Context: an optimization exercise on an open-source flow, tuned for small area, a short achievable clock period and few clock cycles per item. The choices shown serve that exercise and are no tape-out recipe.
In this exercise RTL edits were held to simulation tests only and were not proved equivalent to the original.
Power and IR drop assume default switching activity.

## flow/design.v (module list and top-level ports; edited modules follow where they fit)
// module bce_front: 96 lines
// module bce_lnu: 239 lines
// module bce_mlt: 650 lines
// module bce_fifo: 28 lines
// module bce_back: 108 lines
// module bce_mean_loss: 63 lines
module bce_mean_loss #(
  parameter int MAX_ELEMENTS = 4096
) (
  input  wire logic        clk,
  input  wire logic        rst_n,
  input  wire logic        in_valid,
  output logic             in_ready,
  input  wire logic [16:0] in_prediction,
  input  wire logic [16:0] in_target,
  input  wire logic        in_last_element,
  output logic             out_valid,
  input  wire logic        out_ready,
  output logic [31:0]      out_mean_loss,
  output logic [12:0]      out_element_count,
  input  wire logic        cfg_psel,
  input  wire logic        cfg_penable,
  input  wire logic        cfg_pwrite,
  input  wire logic [2:0]  cfg_paddr,
  input  wire logic [31:0] cfg_pwdata,
  output logic [31:0]      cfg_prdata,
  output logic             cfg_pready
);
  // ...
==> flow/flow/run.sh <==
#!/bin/bash
# Standard layout, with timing repair asked to leave 8.5 ns of setup slack at
# the design's clock period (the constraints themselves are unchanged).
set -o pipefail
export SETUP_SLACK_MARGIN=8.5
bash standard.sh > standard.log 2>&1
==> flow/standard.sh <==
#!/bin/bash
# synth_recipe.tcl (not shown) runs the flow's synth.tcl, then flattens the netlist and writes it again
# the make line also repeats each setting of config.mk as NAME=value (left out here)
make -C /OpenROAD-flow-scripts/flow DESIGN_CONFIG=/design/flow/config.mk WORK_HOME=/design/flow/orfs CLKGATE_MAP_FILE= SYNTH_SCRIPT=/design/flow/synth_recipe.tcl "${@:-finish}"
==> flow/config.mk <==
export PLATFORM = sky130hd
export DESIGN_NAME = bce_mean_loss
export DESIGN_NICKNAME = bce_mean_loss
export VERILOG_FILES = /design/flow/design.v
export SDC_FILE = /design/flow/constraint.sdc
export NUM_CORES = 4
export LEC_CHECK = 0
export CAP_MARGIN = 20
export CORE_MARGIN = 2
export CORE_UTILIZATION = 40
export SLEW_MARGIN = 20
==> flow/constraint.sdc <==
create_clock -name core_clock -period 13.0 [get_ports {clk}]
set_input_delay 2.6000 -clock core_clock [delete_from_list [all_inputs] [get_ports {clk}]]
set_output_delay 2.6000 -clock core_clock [all_outputs]
set_load 0.01 [all_outputs]
==> summary.txt, run 1 <==
Run status
  – Status: timing/DRC/antenna clean

Global routing
  – Overflow after GRT: 0
  – GRT Overall Usage: a little under a fifth
  – Met3 usage in global routing: 2.53%

Drt
  – Highest metal used: met4
  – Post-Route WL: 130000 um
  – ANT nets after route: 0
  – Drt drc: 0

Clocking
  – CTS tree: built
  – H-tree Lvls: 3
  – Clk latency of the worst-skew pair: 0.73 ns
  – # resized after CTS: 7

Worst setup path
  – WP data required: 10.40 ns
  – CP Launch Point: u_back.dq_r[31]
  – WP data arrival: 1.77 ns
  – Crit path depth: 1

Finish
  – Most common cell after layout, fill and taps aside: inv_1
  – Top Registers: u_back.u_fifo.mem0_r x61, u_back.u_fifo.mem1_r x61, u_back.sum_r x48
  – Largest class: multi-input combinational cells
  – Most frequent cells in the layout: 785 x inv_1, 563 x dfxtp_1, 491 x fa_1, 488 x nand2_1, 371 x and2_1
  – Design area: 0.0590 mm^2
  – Layout area overhead: 10.7%

Power
  – Internal power: 8.30 mW
  – Seq pwr: 3.64 mW
  – Peak VDD IR: just over 0.2 mV
  – PwrDens: approximately 250 mW/mm^2

Yosys
  – Register area share after synthesis: 33.5%
  – Mux cell area share after synthesis: 2.53%
  – Top-count cell post-synth: inv_1
  – Synth Register Bits: 785

STA
  – Clock skew: 0.0435 ns
  – Fin worst setup slack: 8.63 ns
  – Fin crit share: 33.6%
  – Final hold vios: 0

Hold path
  – Worst Hold Path Cells: 0
  – Hold Path Origin: u_front.t4_r[9]

Floorplanning
  – Floorplan core area: 0.132 mm^2

Place
  – DP Wirelength: between 90000 and 100000 um
Testbench counts, summed over its fixed seeds: cycles 16,460, items 16,000.
==> run 2, diff against run 1 <==
==> flow/flow/run.sh (replaced) <==
#!/bin/bash
# Standard layout, with timing repair asked to leave 9 ns of setup slack at
# the design's clock period (the constraints themselves are unchanged).
set -o pipefail
export SETUP_SLACK_MARGIN=9
bash standard.sh > standard.log 2>&1
==> run 2 against run 1 <==
Against the previous run:
- still clean on timing, DRC and antenna
- first-iteration DRC count up 0.24%
- final cell count is 0.54% higher
- fmax up 9.5%
- sequential share of layout area decreased by 0.21 points
- synthesized cell count is the same
- routed wire length is 1.9% higher
- non-clock buffer count is 39 higher
- largest cell class unchanged
- highest routed layer is now met5
==> summary.txt, run 2 <==
STA
  – Slew @ Worst Pin: 0.999 ns
  – Tmin final: 3.99 ns
  – Fmax: 250 MHz
  – Final setup viols: 0
  – Fin worst setup slack: 9.01 ns (+0.380 ns)
  – Clock skew: 0.0623 ns (+0.0188 ns)
  – RSZ-0062 raised after global routing: true
  – Final hold vios: 0 (unchanged)
  – Fin crit share: 30.7% (-2.9 points)
  – Slew Limit Fails: 0
  – Worst slew margin: 33.2%
  – Setup TNS: 0 ns

Worst setup path
  – WP data required: 13.43 ns (+3.03 ns)
  – WS Path Type: input pin to flop
  – CP delay by family, top: simple AND/OR/NAND/NOR gates
  – CP max-delay cell: clkdlybuf4s50_1
  – CP cell instances: clkdlybuf4s50_1 > nand2b_4 > and3b_2 > o21ai_4 > buf_12 > buf_4 > nand2b_4 > and2_1
  – Bufs and invs on worst path: 3
  – Worst Path Max Fanout: 23
  – Setup crit end kind: flop
  – Max incr delay on CP: 0.50 ns
  – Worst path most repeated cell: nand2b_4
  – Startpoint types: input pin
  – WP data arrival: 4.42 ns (+2.65 ns)

Place
  – DP Wirelength: 95400 um (+0.38%)
  – Placed Cells: around 7300
  – Setup WS pre-CTS: 7.46 ns
  – GP Congestion: around 0.89
  – I/O Buffers: 115

Drt
  – Vias per inst: 5.19
  – DRT Pass-1 Iters: 6
  – Drt wl/cell: around 18 um
  – Post-Route WL: 133000 um (+1.9%)
  – Initial drt markers: 2943
  – DR vias: 38800
  – Drt drc: 0 (unchanged)
  – ANT nets after route: 0 (unchanged)

Flow run
  – Max Cap Violations: 0

Yosys
  – Post-Synthesis Cells: between 5000 and 6000
  – Top-count cell post-synth: inv_1
  – Leading post-synthesis cells by cell area: dfxtp_1 21%, fa_1 18%, edfxtp_1 12%, ha_1 7.7%, inv_1 5.5%
  – Avg Synthesized Cell Area: roughly 9.5 um^2
  – Post-synth EDFFs: 213
  – Count of different cell masters after synthesis: 97
  – Asr flop ratio synth: 0%
  – Top post-synthesis cells by count: 785 x inv_1, 572 x dfxtp_1, 491 x fa_1, 488 x nand2_1, 371 x and2_1
  – Register area share after synthesis: 33.5% (unchanged)
  – Cell Area, Synth: approximately 0.053 mm^2
  – Synth Flop Type: dfxtp_1
  – Ys Warns: 4
  – Area share of the largest cell type after synthesis: 21.5%
  – Synth Register Bits: 785 (unchanged)
  – Area leader, netlist: dfxtp_1

Floorplanning
  – FP Rows: 133
  – Floorplan core area: 0.132 mm^2 (unchanged)
  – I/O pin total: approximately 160
  – Die Y: 369 um
  – Initial Util: 40.4%
  – DIE WIDTH: 369 um
  – Die area: between 0.1 and 0.15 mm^2

Global routing
  – GRT Overall Usage: 19.5% (+0.29 points)
  – Vias in the first global route: 39000
  – Overflow after GRT: 0 (unchanged)
  – Initial antenna violation count: 1
  – Global-route wire length before repair: ~210000 um
  – Largest net degree at the start of global routing: 83

Power
  – P_sw: 6.69 mW
  – Total power: 15.2 mW
  – Internal power: 8.55 mW (+3.0%)
  – Clock network power share: 16.7%
  – PwrDens: 255 mW/mm^2 (+1.9%)
  – Sequential power share: a little under a quarter
  – Leak pwr: 26.1 nW
  – Comb power frac: slightly below 60%
  – Net Sw Frac: 43.9%
  – Peak VDD IR: 0.225 mV (+8.6%)

Clocking
  – H-tree Lvls: 3 (unchanged)
  – Hold Buf Count CTS: 0
  – Clock Tree Root: clkbuf_16
  – CTS tree: built
  – CTS Buffer Depth: 3
  – CTS Sinks: 785
  – Clk latency of the worst-skew pair: 0.74 ns (about the same)
  – Clock-pin slew on the worst setup and hold paths: 0.06 ns
  – Total CTS buffers: slightly below 90

Finish
  – Layout area overhead: 12.1%
  – Layout cells sized above 1: between 8 and 9%
  – Non-filler cells, final: 7478
  – Ant diodes: 0
  – Nets: 6548
  – Top Registers: u_back.u_fifo.mem0_r x61, u_back.u_fifo.mem1_r x61, u_back.sum_r x48
  – Most frequent cells in the layout: 783 x inv_1, 537 x dfxtp_1, 486 x nand2_1, 486 x fa_1, 370 x and2_1
  – Most common cell after layout, fill and taps aside: inv_1

Run status
  – Status: timing/DRC/antenna clean

Hold path
  – Min-Delay Path Class: flop to flop
## run 2: final cells by class
cell class,instances,area (um^2)
fillers,12500,72100
inverters,796,3000
repair buffers,191,1810
flip-flops and latches,785,18000
well taps,1755,2200
clock buffers,121,2460
clock inverters,41,568
multi-input cells,3789,31700
## run 2: worst reg2reg max path, stage by stage (launching register included)
cell,delay (ns)
dfxtp_4,0.57
and2_1,0.23
fa_1,0.43
inv_1,0.09
fa_1,0.47
fa_1,0.52
fa_2,0.40
fa_2,0.59
inv_1,0.06
fa_1,0.44
## run 2: timing repair
action,in CTS,in global routing
pin swaps,8,16
cloned,5,3
setup endpoints to repair,301,88
buffers inserted,20,12
resized for setup,259,66
## run 2: power groups by stage
| stage | sequential (mW) | combinational, mW | clock [mW] |
|---|---|---|---|
| 4_1_cts | 3.65 | 8.95 | 2.62 |
| 6_report | 3.66 | 9.03 | 2.55 |
| 2_1_floorplan | 3.36 | 6.40 | 0 |
| 3_3_place_gp | 3.69 | 8.54 | 0 |
| 5_1_grt | 3.71 | 10.4 | 2.72 |
| 3_5_place_dp | 3.69 | 8.74 | 0 |
## run 2: worst paths after layout
check                   startpoint                 to  slack (ns)  cells past startpoint
setup / recovery         out_ready     u_back.it_r[3]        9.01                      8
hold / removal     u_front.t1_r[1]    u_front.t2_r[1]        0.32                      0
setup reg to reg  u_front.t5_r[10]  u_front.xb6_r[21]        9.04                      9
hold reg to reg    u_front.t1_r[1]    u_front.t2_r[1]        0.32                      0
## run 2: logic make-up (layout without fill, tap and decap cells)
family          after synthesis  after routing  share of synthesized area, %
simple gates               1604           1605                          14.9
buf+inv                    1066           1149                          7.71
compound gates             1053           1053                          12.4
fa+ha+maj                   821            821                          26.2
flops                       785            785                          33.5
xor+xnor                    165            165                          2.71
mux                         125            125                          2.53
other cells                   2             20                        0.0141
## run 2: through the flow
stage / cell area (um^2) / hold WS (ns) / util (%)
after global placement: 56000 / 0.310 / 42.5
after CTS: 59300 / 0.324 / 45.0
after floorplan: 53500 / 0.310 / -
final: 59700 / 0.315 / 45.3
after detailed placement: 56000 / 0.312 / 42.5
after global routing: 59700 / 0.316 / 45.3
## run 2: routing by layer
layer / up-vias / track usage, % / routed length [um]
li1: 18600 / - / -
met1: 19000 / 26.1 / 59400
met2: 1003 / 32.8 / 63100
met3: 205 / 2.57 / 6720
met4: 2 / 5.66 / 3470
met5: - / 0 / 13
==> run 3, diff against run 2 <==
--- a/flow/config.mk
+++ b/flow/config.mk
@@ -8,4 +8,5 @@
 export CAP_MARGIN = 20
 export CORE_MARGIN = 2
 export CORE_UTILIZATION = 40
+export CTS_BUF_LIST = sky130_fd_sc_hd__clkbuf_8
 export SLEW_MARGIN = 20
==> run 3 against run 2 <==
Against the previous run:
- synthesized cell count is the same
- non-clock buffer count is 7 higher
- hold slack got worse by 0.029 ns
- sequential share of layout area is 0.076 points higher
- sequential power about the same
- count of clock-buffer cells in the layout is 35 higher
- fmax fell by 3.1%
- utilization decreased by 0.093 points
- critical path depth decreased by 7
- critical endpoint is now out_mean_loss[21]
==> summary.txt, run 3 <==
STA
  – Slew @ Worst Pin: 0.963 ns (-0.0355 ns)
  – Setup TNS: 0 ns (unchanged)
  – Fmax: 243 MHz (-3.1%)
  – Final hold vios: 0 (unchanged)
  – Tmin final: 4.12 ns (+0.129 ns)
  – Fin worst setup slack: 8.88 ns (-0.129 ns)
  – Slew Limit Fails: 0 (unchanged)
  – Clock skew: 0.0553 ns (-0.00701 ns)
  – Final setup viols: 0 (unchanged)
  – Fin crit share: 31.7% (+0.99 points)
  – RSZ-0062 raised after global routing: true
  – Worst slew margin: 35.0% (+1.8 points)

Global routing
  – Met3 usage in global routing: 2.96% (+0.39 points)
  – GR peak layer: met2
  – GR Util met2: 32.5% (-0.27 points)
  – GRT Overall Usage: 19.4% (-0.028 points)
  – Global-route wire length before repair: 212000 um (-0.30%)
  – Vias in the first global route: 39300 (+0.87%)
  – Initial antenna violation count: 2 (+1)
  – Overflow after GRT: 0 (unchanged)
  – Met1 Usage GRT: 25.9% (-0.21 points)
  – Largest net degree at the start of global routing: 83 (unchanged)

Yosys
  – Leading post-synthesis cells by cell area: dfxtp_1 21%, fa_1 18%, edfxtp_1 12%, ha_1 7.7%, inv_1 5.5%
  – Post-synth EDFFs: 213 (unchanged)
  – Register area share after synthesis: 33.5% (unchanged)
  – Synth Register Bits: 785 (unchanged)
  – Post-Synthesis Cells: 5621 (unchanged)
  – Top-count cell post-synth: inv_1
  – Area leader, netlist: dfxtp_1
  – Ys Warns: 4 (unchanged)
  – Area share of the largest cell type after synthesis: 21.5% (unchanged)
  – Avg Synthesized Cell Area: 9.48 um^2 (unchanged)
  – Top post-synthesis cells by count: 785 x inv_1, 572 x dfxtp_1, 491 x fa_1, 488 x nand2_1, 371 x and2_1
  – Count of different cell masters after synthesis: 97 (unchanged)
  – Asr flop ratio synth: 0% (unchanged)
  – Synth Flop Type: dfxtp_1
  – Cell Area, Synth: 0.0533 mm^2 (unchanged)

Clocking
  – Clock Tree Root: clkbuf_8
  – H-tree Lvls: 4 (+1)
  – CTS Sinks: 785 (unchanged)
  – CTS Buffer Depth: 3 (unchanged)
  – Hold Buf Count CTS: 0 (unchanged)
  – CTS tree: built
  – Clock-pin slew on the worst setup and hold paths: 0.07 ns (about the same)
  – Total CTS buffers: 137 (+57%)
  – Clk latency of the worst-skew pair: 0.88 ns (+0.14 ns)

Finish
  – Layout cells sized above 1: 9.51% (+1.5 points)
  – Most frequent cells in the layout: 820 x inv_1, 528 x dfxtp_1, 487 x nand2_1, 483 x fa_1, 370 x and2_1
  – Layout area overhead: 11.8%
  – Nets: 6605 (+0.87%)
  – Most common cell after layout, fill and taps aside: inv_1
  – Top Registers: u_back.u_fifo.mem0_r x61, u_back.u_fifo.mem1_r x61, u_back.sum_r x48
  – Fill count: 12600 (+0.75%)

Drt
  – DR vias: 39000 (+0.43%)
  – ANT nets after route: 0 (unchanged)
  – Post-Route WL: 133000 um (+0.25%)
  – DRT Pass-1 Iters: 7 (+1)
  – Drt drc: 0 (unchanged)
  – Initial drt markers: 2839 (-3.5%)
  – Drt wl/cell: 17.6 um (-0.94%)
  – Vias per inst: 5.15 (-0.76%)

Floorplanning
  – Die area: 0.136 mm^2 (unchanged)
  – FP Rows: 133 (unchanged)
  – Floorplan core area: 0.132 mm^2 (unchanged)
  – Initial Util: 40.4% (unchanged)
  – DIE WIDTH: 369 um (unchanged)
  – Die Y: 369 um (unchanged)
  – I/O pin total: 157 (unchanged)

Power
  – Internal power: 8.44 mW (-1.3%)
  – Total power: 15.1 mW (-0.83%)
  – PwrDens: 254 mW/mm^2 (-0.62%)
  – Leak pwr: 26.3 nW (+0.46%)
  – Comb power frac: 60.3% (+1.1 points)
  – Clock network power share: 15.5% (-1.2 points)
  – Sequential power share: 24.2% (+0.2 points)
  – Net Sw Frac: 44.2% (+0.27 points)
  – Peak VDD IR: 0.250 mV (+11%)
  – P_sw: 6.68 mW (-0.22%)

Worst setup path
  – Max incr delay on CP: 0.47 ns (-0.03 ns)
  – Worst Path Max Fanout: 2 (-91%)
  – WS Path Type: flop to output pin
  – Startpoint types: flop
  – WP data arrival: 1.52 ns (-2.90 ns)
  – CP delay by family, top: flip-flops
  – WP data required: 10.40 ns (-3.03 ns)
  – Setup crit end kind: output pin
  – CP max-delay cell: edfxtp_1
  – CP cell instances: buf_2
  – Bufs and invs on worst path: 1 (-2)

Place
  – DP Wirelength: 95400 um (unchanged)
  – Setup WS pre-CTS: 7.46 ns (unchanged)
  – GP Congestion: 0.885 (unchanged)
  – I/O Buffers: 115 (unchanged)

Hold path
  – Min-Delay Path Class: flop to flop

Flow run
  – Max Cap Violations: 0 (unchanged)

Run status
  – Status: timing/DRC/antenna clean
-- run 3: through the flow --
step / instances / hold slack (ns) / utilization, % / area [um^2]
after global routing: 7568 / 0.309 / 45.2 / 59600
after floorplan: 5639 / 0.310 / - / 53500
after CTS: 7542 / 0.288 / 44.8 / 59000
final: 7568 / 0.286 / 45.2 / 59600
after global placement: 7276 / 0.310 / 42.5 / 56000
after detailed placement: 7276 / 0.312 / 42.5 / 56000
-- run 3: cells by family after synthesis --
group	synth area share, %
other	0.0141
AOI/OAI and AO/OA	12.4
and+or+nand+nor	14.9
buffers and inverters	7.71
xor gates and xnor gates	2.71
muxes	2.53
DFF	33.5
adders and majority gates	26.2
-- run 3: power groups by stage --
stage / clock (mW) / sequential (mW) / combinational [mW]
3_5_place_dp: 0 / 3.69 / 8.74
3_3_place_gp: 0 / 3.69 / 8.54
5_1_grt: 2.54 / 3.71 / 10.5
6_report: 2.35 / 3.66 / 9.12
2_1_floorplan: 0 / 3.36 / 6.40
4_1_cts: 2.44 / 3.65 / 8.97
-- run 3: path summary, 6_finish.rpt --
check	slack, ns	cells after the start	to	from
min reg2reg	0.29	0	u_front.t5_r[5]	u_front.t4_r[5]
max	8.88	1	out_mean_loss[21]	u_back.dq_r[21]
max reg2reg	9.06	10	u_front.xb6_r[21]	u_front.t5_r[6]
min	0.29	0	u_front.t5_r[5]	u_front.t4_r[5]
-- run 3: cell type report --
class / count / area [um^2] / share of cell area (%)
multi-input cells: 3789 / 31700 / 53.3
flip-flops and latches: 785 / 18000 / 30.1
inverters: 796 / 3000 / 5.03
well taps: 1755 / 2200 / 3.69
clock buffers: 156 / 2150 / 3.60
repair buffers: 198 / 1820 / 3.05
clock inverters: 88 / 733 / 1.23
diodes: 1 / 2.50 / 0.00420
-- run 3: timing repair --
action,CTS,global route
buffers inserted,21,18
hold endpoints to repair,0,0
setup endpoints to repair,235,113
gates resized for setup,321,68
pin swaps,10,27
cloned,1,7
-- run 3: routing by layer --
layer | routed length, um | share of wire (%)
met1 | 59300 | 45
met3 | 7190 | 5.4
met4 | 3210 | 2.4
met5 | 0 | 0
met2 | 63300 | 48
==> run 4, diff against run 3 <==
--- a/flow/config.mk
+++ b/flow/config.mk
@@ -7,6 +7,6 @@
 export LEC_CHECK = 0
 export CAP_MARGIN = 20
 export CORE_MARGIN = 2
-export CORE_UTILIZATION = 40
-export CTS_BUF_LIST = sky130_fd_sc_hd__clkbuf_8
+export CORE_UTILIZATION = 55
+export PLACE_DENSITY = 0.7
 export SLEW_MARGIN = 20
==> run 4 against run 3 <==
Against the previous run:
- sequential cell count is the same
- non-clock buffer count shrank 25
- sequential share of layout area grew 0.48 points
- clock power grew 2%
- global-route usage grew 6.8 points
- fmax grew 3.7%
- synthesized cell count is the same
- still clean
- power is essentially flat
- count of clock-buffer cells in the layout shrank 54
==> summary.txt, run 4 <==
Run status
  – Status: timing/DRC/antenna clean

Global routing
  – GRT Overall Usage: 26.3% (+6.8 points)
  – Global-route wire length before repair: 209000 um (-1.7%)
  – Initial antenna violation count: 4 (+2)
  – Largest net degree at the start of global routing: 83 (unchanged)
  – Overflow after GRT: 0 (unchanged)
  – Vias in the first global route: 39000 (-0.71%)

STA
  – Slew @ Worst Pin: 0.994 ns (+0.0313 ns)
  – Worst slew margin: 33.5% (-1.5 points)
  – Hold Slack: 0.310 ns (+0.0239 ns)
  – Slew Limit Fails: 0 (unchanged)
  – Final setup viols: 0 (unchanged)
  – Tmin final: 3.97 ns (-0.148 ns)
  – RSZ-0062 raised after global routing: true
  – Setup TNS: 0 ns (unchanged)
  – Fin crit share: 30.6% (-1.1 points)
  – Fmax: 252 MHz (+3.7%)
  – Final hold vios: 0 (unchanged)
  – Clock skew: 0.0314 ns (-0.0239 ns)

Yosys
  – Area leader, netlist: dfxtp_1
  – Top-count cell post-synth: inv_1
  – Top post-synthesis cells by count: 785 x inv_1, 572 x dfxtp_1, 491 x fa_1, 488 x nand2_1, 371 x and2_1
  – Area share of the largest cell type after synthesis: 21.5% (unchanged)
  – Ys Warns: 4 (unchanged)
  – Avg Synthesized Cell Area: 9.48 um^2 (unchanged)
  – Count of different cell masters after synthesis: 97 (unchanged)
  – Synth Register Bits: 785 (unchanged)
  – Asr flop ratio synth: 0% (unchanged)
  – Synth Flop Type: dfxtp_1
  – Leading post-synthesis cells by cell area: dfxtp_1 21%, fa_1 18%, edfxtp_1 12%, ha_1 7.7%, inv_1 5.5%
  – Cell Area, Synth: 0.0533 mm^2 (unchanged)
  – Post-Synthesis Cells: 5621 (unchanged)
  – Register area share after synthesis: 33.5% (unchanged)
  – Post-synth EDFFs: 213 (unchanged)

Power
  – PwrDens: 258 mW/mm^2 (+1.7%)
  – Internal power: 8.48 mW (+0.49%)
  – Sequential power share: 24.3% (about the same)
  – Clock network power share: 15.8% (+0.3 points)
  – P_sw: 6.64 mW (-0.48%)
  – Peak VDD IR: 0.291 mV (+16%)
  – Comb power frac: 59.9% (-0.4 points)
  – Leak pwr: 26.0 nW (-1.1%)
  – Net Sw Frac: 43.9% (-0.24 points)

Finish
  – Most frequent cells in the layout: 783 x inv_1, 532 x dfxtp_1, 489 x fa_1, 486 x nand2_1, 371 x and2_1
  – Multi-input gate area: 0.0317 mm^2 (about the same)
  – Nets: 6526 (-1.2%)
  – Register Area: 0.0180 mm^2 (about the same)
  – Top Registers: u_back.u_fifo.mem0_r x61, u_back.u_fifo.mem1_r x61, u_back.sum_r x48
  – Most common cell after layout, fill and taps aside: inv_1
  – Fill count: 8066 (-36%)
  – Design area: 0.0587 mm^2 (-1.6%)
  – Layout cells sized above 1: 7.22% (-2.3 points)
  – Layout area overhead: 10.1%

Worst setup path
  – CP cell instances: buf_6
  – Reg2reg start: u_back.u_fifo.rp_r
  – Bufs and invs on worst path: 1 (unchanged)
  – Setup crit end kind: output pin
  – WS Path Type: flop to output pin
  – WP data arrival: 1.37 ns (-0.15 ns)
  – CP delay by family, top: flip-flops
  – Worst R2R Path Depth: 15 (+5)
  – WP data required: 10.40 ns (about the same)
  – Max incr delay on CP: 0.52 ns (+0.05 ns)
  – Worst flop-to-flop path endpoint: u_back.dvs3h_r[13]
  – Worst Path Max Fanout: 4 (+2)
  – Startpoint types: flop
  – R2R setup slack: 9.07 ns (about the same)
  – CP max-delay cell: edfxtp_1

Clocking
  – CTS tree: built
  – Clock Tree Root: clkbuf_16
  – CTS Sinks: 785 (unchanged)
  – Clk latency of the worst-skew pair: 0.67 ns (-0.21 ns)
  – H-tree Lvls: 3 (-1)
  – Clock-pin slew on the worst setup and hold paths: 0.07 ns (about the same)
  – Total CTS buffers: 82 (-40%)
  – CTS Buffer Depth: 3 (unchanged)

Drt
  – DRT Pass-1 Iters: 8 (+1)
  – Initial drt markers: 3699 (+30%)
  – Vias per inst: 5.61 (+9.1%)
  – Post-Route WL: 130000 um (-2.3%)
  – Drt drc: 0 (unchanged)
  – ANT nets after route: 0 (unchanged)
  – Drt wl/cell: 18.6 um (+6.0%)
  – DR vias: 39100 (+0.46%)

Floorplanning
  – FP Rows: 114 (-14%)
  – Initial Util: 55.3% (+15 points)
  – I/O pin total: 157 (unchanged)
  – Die area: 0.0994 mm^2 (-27%)
  – DIE WIDTH: 315 um (-15%)
  – Die Y: 315 um (-15%)
  – Floorplan core area: 0.0963 mm^2 (-27%)

Hold path
  – Worst Hold Path Cells: 0 (unchanged)
  – Hold Path Origin: u_front.t2_r[2]
  – Min-Delay Path Class: flop to flop
  – Worst Hold End: u_front.t3_r[2]

Place
  – DP Wirelength: 93300 um (-2.2%)
  – GP Congestion: 0.902 (+1.9%)
  – DP Area: 0.0553 mm^2 (-1.2%)
  – I/O Buffers: 115 (unchanged)

Flow run
  – Max Cap Violations: 0 (unchanged)
==> run 4: cell counts after synthesis <==
No cell type changed its count.
==> run 4: per-stage QoR <==
| step | setup slack, ns | utilization [%] | instances | total power [mW] |
|---|---|---|---|---|
| finish | 9.03 | 60.9 | 6972 | 15.1 |
| global route | 8.83 | 60.9 | 6970 | 16.7 |
| CTS | 8.99 | 60.5 | 6953 | 15.0 |
| detailed placement | 7.50 | 57.4 | 6787 | 12.5 |
| global placement | 7.54 | 57.4 | 6787 | 12.2 |
| floorplan | 8.90 | - | 5639 | 9.76 |
==> run 4: power groups by stage <==
stage          Clock, mW  Sequential (mW)  Combinational (mW)
2_1_floorplan          0             3.36                6.40
3_3_place_gp           0             3.69                8.46
3_5_place_dp           0             3.70                8.77
4_1_cts             2.44             3.65                8.92
5_1_grt             2.53             3.71                10.4
6_report            2.39             3.67                9.07
==> run 4: metal layers <==
layer,vias up,part of all wire [%],GRT usage (%)
met3,232,6.5,3.97
met5,-,0.012,0
met4,2,2.8,8.47
li1,18500,-,-
met1,19100,43,35.8
met2,1297,47,43.1
==> run 4: worst max path at each step <==
stage,slack (ns),cells past startpoint,end,from
2_1_floorplan,8.90,9,u_back.u_fifo.cnt_r[0],out_ready
3_3_place_gp,7.54,9,u_back.rem_r[6],out_ready
3_5_place_dp,7.50,9,u_back.rem_r[6],out_ready
4_1_cts,8.99,9,u_back.rem_r[6],out_ready
5_1_grt,8.83,15,u_back.dvs3h_r[13],u_back.u_fifo.rp_r
6_report,9.03,1,out_mean_loss[31],u_back.dq_r[31]
==> run 4: kinds of logic (layout without fill, tap and decap cells) <==
kind of cell             count (synthesis)  in the layout  share of synthesized area, %
AO/OA/AOI/OAI                         1053           1053                          12.4
AND/OR/NAND/NOR                       1604           1605                          14.9
XOR/XNOR                               165            165                          2.71
buffers and inverters                 1066           1120                          7.71
adder cells (fa/ha/maj)                821            821                          26.2
other                                    2             22                        0.0141
multiplexers                           125            125                          2.53
flip-flops                             785            785                          33.5
==> run 4: final cells by class <==
type | instances | area share (%)
repair buffers | 173 | 2.69
flip-flops and latches | 785 | 30.6
clock inverters | 48 | 0.890
clock buffers | 102 | 3.83
inverters | 796 | 5.14
diodes | 2 | 0.00853
repair inverters | 1 | 0.0149
well taps | 1276 | 2.72
multi-input cells | 3789 | 54.1
==> run 4: timing repair <==
| action | CTS | global route |
|---|---|---|
| endpoints found under the setup margin | 248 | 103 |
| buffers inserted | 12 | 15 |
| hold buffers | 0 | 0 |
| pin swaps | 2 | 17 |
| gates cloned | 4 | 1 |
| resized for setup | 197 | 44 |
==> run 5, diff against run 4 <==
--- a/flow/config.mk
+++ b/flow/config.mk
@@ -7,6 +7,6 @@
 export LEC_CHECK = 0
 export CAP_MARGIN = 20
 export CORE_MARGIN = 2
-export CORE_UTILIZATION = 55
-export PLACE_DENSITY = 0.7
+export CORE_UTILIZATION = 65
+export PLACE_DENSITY = 0.78
 export SLEW_MARGIN = 20
==> run 5 against run 4 <==
Against the previous run:
- register-to-register slack hardly changed
- hold slack hardly changed
- clock power hardly changed
- combinational power is 0.7% lower
- fmax is 0.73% lower
- clock skew is 0.0038 ns lower
- setup slack worse by 0.029 ns
- sequential power hardly changed
- non-clock buffer count is 11 higher
- largest power group unchanged
==> summary.txt, run 5 <==
Run status
  – Status: timing/DRC/antenna clean

Global routing
  – Initial antenna violation count: 0 (-4)
  – Vias in the first global route: 40400 (+3.4%)
  – GR peak layer: met2
  – GRT Overall Usage: 31.1% (+4.8 points)
  – Met1 Usage GRT: 41.0% (+5.2 points)
  – GR Util met2: 52.2% (+9.2 points)
  – Met3 usage in global routing: 4.58% (+0.61 points)
  – Global-route wire length before repair: 211000 um (+1.4%)
  – Largest net degree at the start of global routing: 83 (unchanged)
  – Overflow after GRT: 0 (unchanged)

Yosys
  – Cell Area, Synth: 0.0533 mm^2 (unchanged)
  – Count of different cell masters after synthesis: 97 (unchanged)
  – Post-synth EDFFs: 213 (unchanged)
  – Compound-Gate Fraction of Synth Area: 12.4% (unchanged)
  – Area leader, netlist: dfxtp_1
  – Post-Synthesis Cells: 5621 (unchanged)
  – Register area share after synthesis: 33.5% (unchanged)
  – Area share of the largest cell type after synthesis: 21.5% (unchanged)
  – Synth Register Bits: 785 (unchanged)
  – Synth Flop Type: dfxtp_1
  – Leading post-synthesis cells by cell area: dfxtp_1 21%, fa_1 18%, edfxtp_1 12%, ha_1 7.7%, inv_1 5.5%
  – Asr flop ratio synth: 0% (unchanged)
  – Xor-xnor portion of the synthesized cell area: 2.71% (unchanged)
  – Mux cell area share after synthesis: 2.53% (unchanged)
  – Ys Warns: 4 (unchanged)
  – Simple-Gate Fraction of Synth Area: 14.9% (unchanged)
  – Top post-synthesis cells by count: 785 x inv_1, 572 x dfxtp_1, 491 x fa_1, 488 x nand2_1, 371 x and2_1
  – Synth Area in Adders: 26.2% (unchanged)
  – Avg Synthesized Cell Area: 9.48 um^2 (unchanged)
  – Largest family of logic cells by synthesized area: adder cells
  – Top-count cell post-synth: inv_1

Hold path
  – Min-Delay Path Class: flop to flop

Worst setup path
  – CP cell instances: clkdlybuf4s50_1 > nand2b_4 > and3b_2 > o21ai_4 > buf_12 > buf_4 > nand2b_2
  – Worst Path Max Fanout: 23 (+19)
  – Setup crit end kind: flop
  – Max incr delay on CP: 0.47 ns (-0.05 ns)
  – WP data arrival: 4.29 ns (+2.92 ns)
  – Startpoint types: input pin
  – WS Path Type: input pin to flop
  – CP delay by family, top: buffers and inverters
  – Bufs and invs on worst path: 3 (+2)
  – WP data required: 13.29 ns (+2.89 ns)
  – CP max-delay cell: clkdlybuf4s50_1

Clocking
  – Clock-pin slew on the worst setup and hold paths: 0.06 ns (about the same)
  – Total CTS buffers: 83 (+1.2%)
  – CTS Buffer Depth: 3 (unchanged)
  – Clock Tree Root: clkbuf_16
  – H-tree Lvls: 3 (unchanged)
  – CTS tree: built
  – Clk latency of the worst-skew pair: 0.66 ns (about the same)
  – CTS Sinks: 785 (unchanged)
  – Hold Buf Count CTS: 0 (unchanged)

Drt
  – Post-Route WL: 131000 um (+0.65%)
  – Vias per inst: 5.94 (+5.8%)
  – Drt drc: 0 (unchanged)
  – DRT Pass-1 Iters: 7 (-1)
  – DR vias: 40200 (+2.7%)
  – Initial drt markers: 3792 (+2.5%)
  – Drt wl/cell: 19.3 um (+3.7%)
  – ANT nets after route: 0 (unchanged)

STA
  – Final setup viols: 0 (unchanged)
  – Fin crit share: 30.8% (+0.22 points)
  – Slew @ Worst Pin: 1.03 ns (+0.0399 ns)
  – Worst slew margin: 30.5% (-2.9 points)
  – Fmax: 250 MHz (-0.73%)
  – Tmin final: 4.00 ns (+0.0291 ns)
  – Slew Limit Fails: 0 (unchanged)
  – Clock skew: 0.0276 ns (-0.00380 ns)
  – RSZ-0062 raised after global routing: true
  – Setup TNS: 0 ns (unchanged)
  – Final hold vios: 0 (unchanged)

Power
  – Peak VDD IR: 0.256 mV (-12%)
  – Total power: 15.1 mW (-0.36%)
  – PwrDens: 257 mW/mm^2 (-0.32%)
  – Leak pwr: 26.1 nW (+0.29%)

Floorplanning
  – DIE WIDTH: 290 um (-7.9%)
  – FP Rows: 104 (-8.8%)
  – Initial Util: 65.9% (+11 points)
  – Die Y: 290 um (-7.9%)
  – I/O pin total: 157 (unchanged)
  – Floorplan core area: 0.0808 mm^2 (-16%)
  – Die area: 0.0843 mm^2 (-15%)

Flow run
  – Max Cap Violations: 0 (unchanged)

Finish
  – Design area: 0.0586 mm^2 (about the same)
  – Top Registers: u_back.u_fifo.mem0_r x61, u_back.u_fifo.mem1_r x61, u_back.sum_r x48
  – Layout area overhead: 10.0% (about the same)
  – Most frequent cells in the layout: 783 x inv_1, 535 x dfxtp_1, 489 x fa_1, 486 x nand2_1, 371 x and2_1
  – Most common cell after layout, fill and taps aside: inv_1
  – Layout cells sized above 1: 7.36% (+0.14 points)
  – Ant diodes: 0 (-2)
  – Nets: 6539 (+0.20%)
  – Fin util: 72.6% (+12 points)

Place
  – GP Congestion: 0.948 (+5.2%)
  – I/O Buffers: 115 (unchanged)
  – DP Area: 0.0551 mm^2 (-0.41%)
  – DP Wirelength: 92000 um (-1.3%)
==> run 5: cell counts after synthesis <==
Identical to the previous run, type by type.
==> run 5: layer usage <==
layer | vias to the layer above | routed length [um]
met5 | - | 0
met4 | 0 | 4630
met3 | 341 | 11100
met2 | 1847 | 62500
met1 | 19500 | 52600
li1 | 18500 | -
==> run 5: report_power, final <==
part	switching [mW]	leakage [nW]	internal (mW)
clock network	1.02	1.37	1.38
logic	5.13	17.9	3.89
registers	0.507	6.81	3.15
==> run 5: layout make-up <==
type                    count  area, um^2
clock inverters            44         472
multi-input cells        3789       31800
repair buffers            184        1720
well taps                1060        1330
flip-flops and latches    785       17900
inverters                 796        3020
clock buffers             106        2320
repair inverters            2        20.0
fillers                  5883       22200
==> run 5: final timing paths <==
| path | from | end | slack (ns) | cells past startpoint |
|---|---|---|---|---|
| worst max-delay path | out_ready | u_back.dq_r[27] | 9.00 | 7 |
| worst min-delay path | u_front.t1_r[13] | u_front.t2_r[13] | 0.31 | 0 |
| worst max register to register | u_front.dl5_r[8] | u_front.xb6_r[18] | 9.07 | 11 |
| worst min register to register | u_front.t1_r[13] | u_front.t2_r[13] | 0.31 | 0 |
==> run 5: cells by family (layout without fill, tap and decap cells) <==
kind of cell | Yosys count | count (layout)
AOI/OAI and AO/OA | 1053 | 1053
xor gates and xnor gates | 165 | 165
adders and majority gates | 821 | 821
buffers and inverters | 1066 | 1132
DFF | 785 | 785
muxes | 125 | 125
other | 2 | 20
and+or+nand+nor | 1604 | 1605
==> run 5: timing repair <==
item | CTS | global route
setup endpoints to repair | 263 | 102
pin swaps | 6 | 14
gates cloned | 5 | 2
setup buffers | 13 | 21
gates resized for setup | 166 | 66
==> run 5: stage by stage <==
stage	std cells	hold WS [ns]	setup WS (ns)
final	6766	0.310	9.00
after global routing	6766	0.326	8.96
after CTS	6743	0.319	8.93
after detailed placement	6575	0.312	7.50
after global placement	6575	0.310	7.54
after floorplan	5639	0.310	8.90
==> run 5: worst register-to-register path: stages (launching register included) <==
cell and delay, ns:
dfxtp_2 0.63, and2_1 0.23, fa_1 0.42, inv_1 0.08, fa_1 0.45, fa_1 0.51, inv_1 0.06, fa_1 0.36
inv_1 0.08, fa_1 0.42, inv_1 0.09, fa_1 0.46
==> run 6, diff against run 5 <==
==> flow/flow/run.sh (replaced) <==
#!/bin/bash
# Standard layout, with timing repair asked to leave 9.3 ns of setup slack at
# the design's clock period (the constraints themselves are unchanged).
set -o pipefail
export SETUP_SLACK_MARGIN=9.3
bash standard.sh > standard.log 2>&1
--- a/flow/config.mk
+++ b/flow/config.mk
@@ -7,6 +7,5 @@
 export LEC_CHECK = 0
 export CAP_MARGIN = 20
 export CORE_MARGIN = 2
-export CORE_UTILIZATION = 65
-export PLACE_DENSITY = 0.78
+export CORE_UTILIZATION = 40
 export SLEW_MARGIN = 20
==> run 6 against run 5 <==
Against the previous run:
- still clean on timing, DRC and antenna
- routed wire length increased by 6.0%
- die area grew 62%
- first-iteration DRC count decreased by 17%
- sequential power is essentially flat
- global-route usage down 11 points
- setup slack worse by 0.0085 ns
- via count decreased by 2.1%
- highest routed layer unchanged
==> summary.txt, run 6 <==
Global routing
  – Initial antenna violation count: 1 (+1)
  – GRT Overall Usage: 20.2% (-11 points)
  – Vias in the first global route: 39500 (-2.0%)
  – Largest net degree at the start of global routing: 83 (unchanged)
  – Overflow after GRT: 0 (unchanged)
  – Global-route wire length before repair: 219000 um (+3.3%)

Yosys
  – Cell Area, Synth: 0.0533 mm^2 (unchanged)
  – Area share of the largest cell type after synthesis: 21.5% (unchanged)
  – Register area share after synthesis: 33.5% (unchanged)
  – Ys Warns: 4 (unchanged)
  – Leading post-synthesis cells by cell area: dfxtp_1 21%, fa_1 18%, edfxtp_1 12%, ha_1 7.7%, inv_1 5.5%
  – Post-synth EDFFs: 213 (unchanged)
  – Top-count cell post-synth: inv_1
  – Top post-synthesis cells by count: 785 x inv_1, 572 x dfxtp_1, 491 x fa_1, 488 x nand2_1, 371 x and2_1
  – Post-Synthesis Cells: 5621 (unchanged)
  – Synth Flop Type: dfxtp_1
  – Asr flop ratio synth: 0% (unchanged)
  – Count of different cell masters after synthesis: 97 (unchanged)
  – Synth Register Bits: 785 (unchanged)
  – Avg Synthesized Cell Area: 9.48 um^2 (unchanged)
  – Area leader, netlist: dfxtp_1

Clocking
  – Clock-pin slew on the worst setup and hold paths: 0.07 ns (about the same)
  – Total CTS buffers: 87 (+4.8%)
  – Hold Buf Count CTS: 0 (unchanged)
  – CTS Buffer Depth: 3 (unchanged)
  – CTS Sinks: 785 (unchanged)
  – CTS tree: built
  – H-tree Lvls: 3 (unchanged)
  – Clk latency of the worst-skew pair: 0.72 ns (+0.06 ns)
  – Clock Tree Root: clkbuf_16

Floorplanning
  – DIE WIDTH: 369 um (+27%)
  – Initial Util: 40.4% (-26 points)
  – Floorplan core area: 0.132 mm^2 (+63%)
  – I/O pin total: 157 (unchanged)
  – Die Y: 369 um (+27%)
  – Die area: 0.136 mm^2 (+62%)
  – FP Rows: 133 (+28%)

STA
  – RSZ-0062 raised after global routing: true
  – Fin crit share: 30.9% (+0.066 points)
  – Setup TNS: 0 ns (unchanged)
  – Fin worst setup slack: 8.99 ns (-0.00855 ns)
  – Worst slew margin: 32.8% (+2.3 points)
  – Final hold vios: 0 (unchanged)
  – Slew @ Worst Pin: 1.00 ns (-0.0295 ns)
  – Slew Limit Fails: 0 (unchanged)
  – Clock skew: 0.0538 ns (+0.0263 ns)
  – Fmax: 249 MHz (-0.21%)
  – Final setup viols: 0 (unchanged)
  – Tmin final: 4.01 ns (+0.00855 ns)

Hold path
  – Min-Delay Path Class: flop to flop
  – Worst Hold End: u_front.t5_r[14]
  – Hold Path Origin: u_front.t4_r[14]
  – Worst Hold Path Cells: 0 (unchanged)

Drt
  – Drt wl/cell: 18.3 um (-5.4%)
  – DR vias: 39300 (-2.1%)
  – DRT Pass-1 Iters: 6 (-1)
  – Post-Route WL: 139000 um (+6.0%)
  – ANT nets after route: 0 (unchanged)
  – Drt drc: 0 (unchanged)
  – Initial drt markers: 3141 (-17%)
  – Vias per inst: 5.19 (-13%)

Worst setup path
  – CP max-delay cell: edfxtp_1
  – WS Path Type: flop to output pin
  – WP data required: 10.40 ns (-2.89 ns)
  – Worst R2R Path Depth: 11 (unchanged)
  – CP cell instances: buf_2
  – Max incr delay on CP: 0.49 ns (+0.02 ns)
  – Reg2reg start: u_front.dl5_r[15]
  – Worst Path Max Fanout: 2 (-91%)
  – WP data arrival: 1.41 ns (-2.88 ns)
  – Bufs and invs on worst path: 1 (-2)
  – Setup crit end kind: output pin
  – R2R setup slack: 9.16 ns (+0.09 ns)
  – Worst flop-to-flop path endpoint: u_front.xb6_r[17]
  – CP delay by family, top: flip-flops
  – Startpoint types: flop

Power
  – PwrDens: 268 mW/mm^2 (+4.2%)
  – Peak VDD IR: 0.335 mV (+31%)
  – Leak pwr: 26.8 nW (+3.0%)

Place
  – GP Congestion: 0.899 (-5.2%)
  – Placed Cells: 7275 (+11%)
  – I/O Buffers: 115 (unchanged)
  – Setup WS pre-CTS: 7.44 ns (-0.0666 ns)
  – DP Wirelength: 95600 um (+3.9%)

Flow run
  – Max Cap Violations: 0 (unchanged)

Finish
  – Top Registers: u_back.u_fifo.mem0_r x61, u_back.u_fifo.mem1_r x61, u_back.sum_r x48
  – Most frequent cells in the layout: 756 x inv_1, 503 x dfxtp_1, 477 x nand2_1, 435 x fa_1, 353 x and2_1
  – Nets: 6649 (+1.7%)
  – Non-filler cells, final: 7579 (+12%)
  – Layout area overhead: 15.1%
  – Layout cells sized above 1: 12.9% (+5.5 points)
  – Fill count: 12400 (+110%)
  – Most common cell after layout, fill and taps aside: inv_1

Run status
  – Status: timing/DRC/antenna clean
==> run 6: worst max-delay path by stage <==
stage,from,end,slack (ns),cells after the start
after floorplan,out_ready,u_back.u_fifo.cnt_r[0],8.90,9
after global placement,out_ready,u_back.u_fifo.cnt_r[0],7.46,11
after detailed placement,out_ready,u_back.u_fifo.cnt_r[0],7.44,11
after CTS,u_back.dq_r[21],out_mean_loss[21],8.93,1
after global routing,u_back.dq_r[21],out_mean_loss[21],8.95,1
final,u_back.dq_r[21],out_mean_loss[21],8.99,1
==> run 6: report_power, final <==
part           internal (mW)  leakage [nW]  switching (mW)
clock                   1.45          1.43            1.07
combinational           4.64          18.6            5.64
sequential              3.16          6.82           0.480
==> run 6: routing by layer <==
metal | track usage (%) | share of wire [%] | vias up
li1 | - | - | 18800
met1 | 26.7 | 44 | 19200
met2 | 33.9 | 48 | 1065
met3 | 3.11 | 5.6 | 237
met4 | 6.31 | 3.0 | 0
met5 | 0 | 0 | -
==> run 6: cells by family (layout without fill, tap and decap cells) <==
group,after synthesis,in the layout,share of synthesized area (%)
adders and majority gates,821,821,26.2
muxes,125,125,2.53
buffers and inverters,1066,1248,7.71
and+or+nand+nor,1604,1605,14.9
xor gates and xnor gates,165,165,2.71
other,2,21,0.0141
DFF,785,785,33.5
AOI/OAI and AO/OA,1053,1054,12.4
==> run 6: cell type report <==
cell class                      count  area [um^2]  area share [%]
Inverter                          796         3000            4.89
Clock buffer                      107         2310            3.77
Sequential cell                   785        18000            29.4
Antenna cell                        1         2.50         0.00408
Tap cell                         1755         2200            3.58
Timing Repair Buffer              291         2920            4.76
Multi-Input combinational cell   3790        32300            52.6
Clock inverter                     54          648            1.06
==> run 6: stage by stage <==
step | hold slack (ns) | total power, mW | util [%] | instance area [um^2]
5_1_grt | 0.304 | 18.1 | 46.5 | 61300
3_5_place_dp | 0.312 | 12.5 | 42.5 | 56000
2_1_floorplan | 0.310 | 9.80 | - | 53600
6_report | 0.298 | 16.4 | 46.5 | 61300
4_1_cts | 0.299 | 16.0 | 46.0 | 60600
3_3_place_gp | 0.310 | 12.3 | 42.5 | 56000
==> run 6: timing repair <==
action	4_1_cts	5_1_grt
buffers inserted	95	29
gates resized for setup	469	167
pin swaps	52	92
cloned	15	3
endpoints found under the setup margin	393	224

## separate check: timing with driven ports
No port has a modelled driver above. Below, the same layouts with a new extraction and two added sets of constraints.
Step 1: set_driving_cell puts a clkbuf_16 on clk and a buf_2 on each other input, an assumption about the parent block.
Step 2 times the ports against the registers' clock, not the clock port: input delays grow and output delays shrink by t, the midpoint of the rising clock arrivals with the driver on.
Three values: no drivers, after step 1, after step 2; two values: the first two.
run | shift t [ns] | slack for setup (ns) | clock arrival spread, ns | worst register clock-pin slew, ns
run 1 | 0.779 | 8.627 / 8.555 / 7.917 | 0.046 / 0.046 | 0.07 / 0.07
run 2 | 0.780 | 9.007 / 8.945 / 8.273 | 0.063 / 0.063 | 0.07 / 0.07
run 3 | 0.914 | 8.878 / 8.810 / 8.126 | 0.066 / 0.067 | 0.07 / 0.07
run 4 | 0.726 | 9.026 / 8.953 / 8.368 | 0.035 / 0.035 | 0.07 / 0.07
run 5 | 0.712 | 8.997 / 8.964 / 8.326 | 0.029 / 0.029 | 0.07 / 0.07
run 6 | 0.770 | 8.989 / 8.913 / 8.606 | 0.061 / 0.061 | 0.07 / 0.07
After both steps every run listed still meets setup and hold. The setup slack of run 3, which loses most, moves by -0.068 ns with the drivers and by -0.752 ns with both steps.
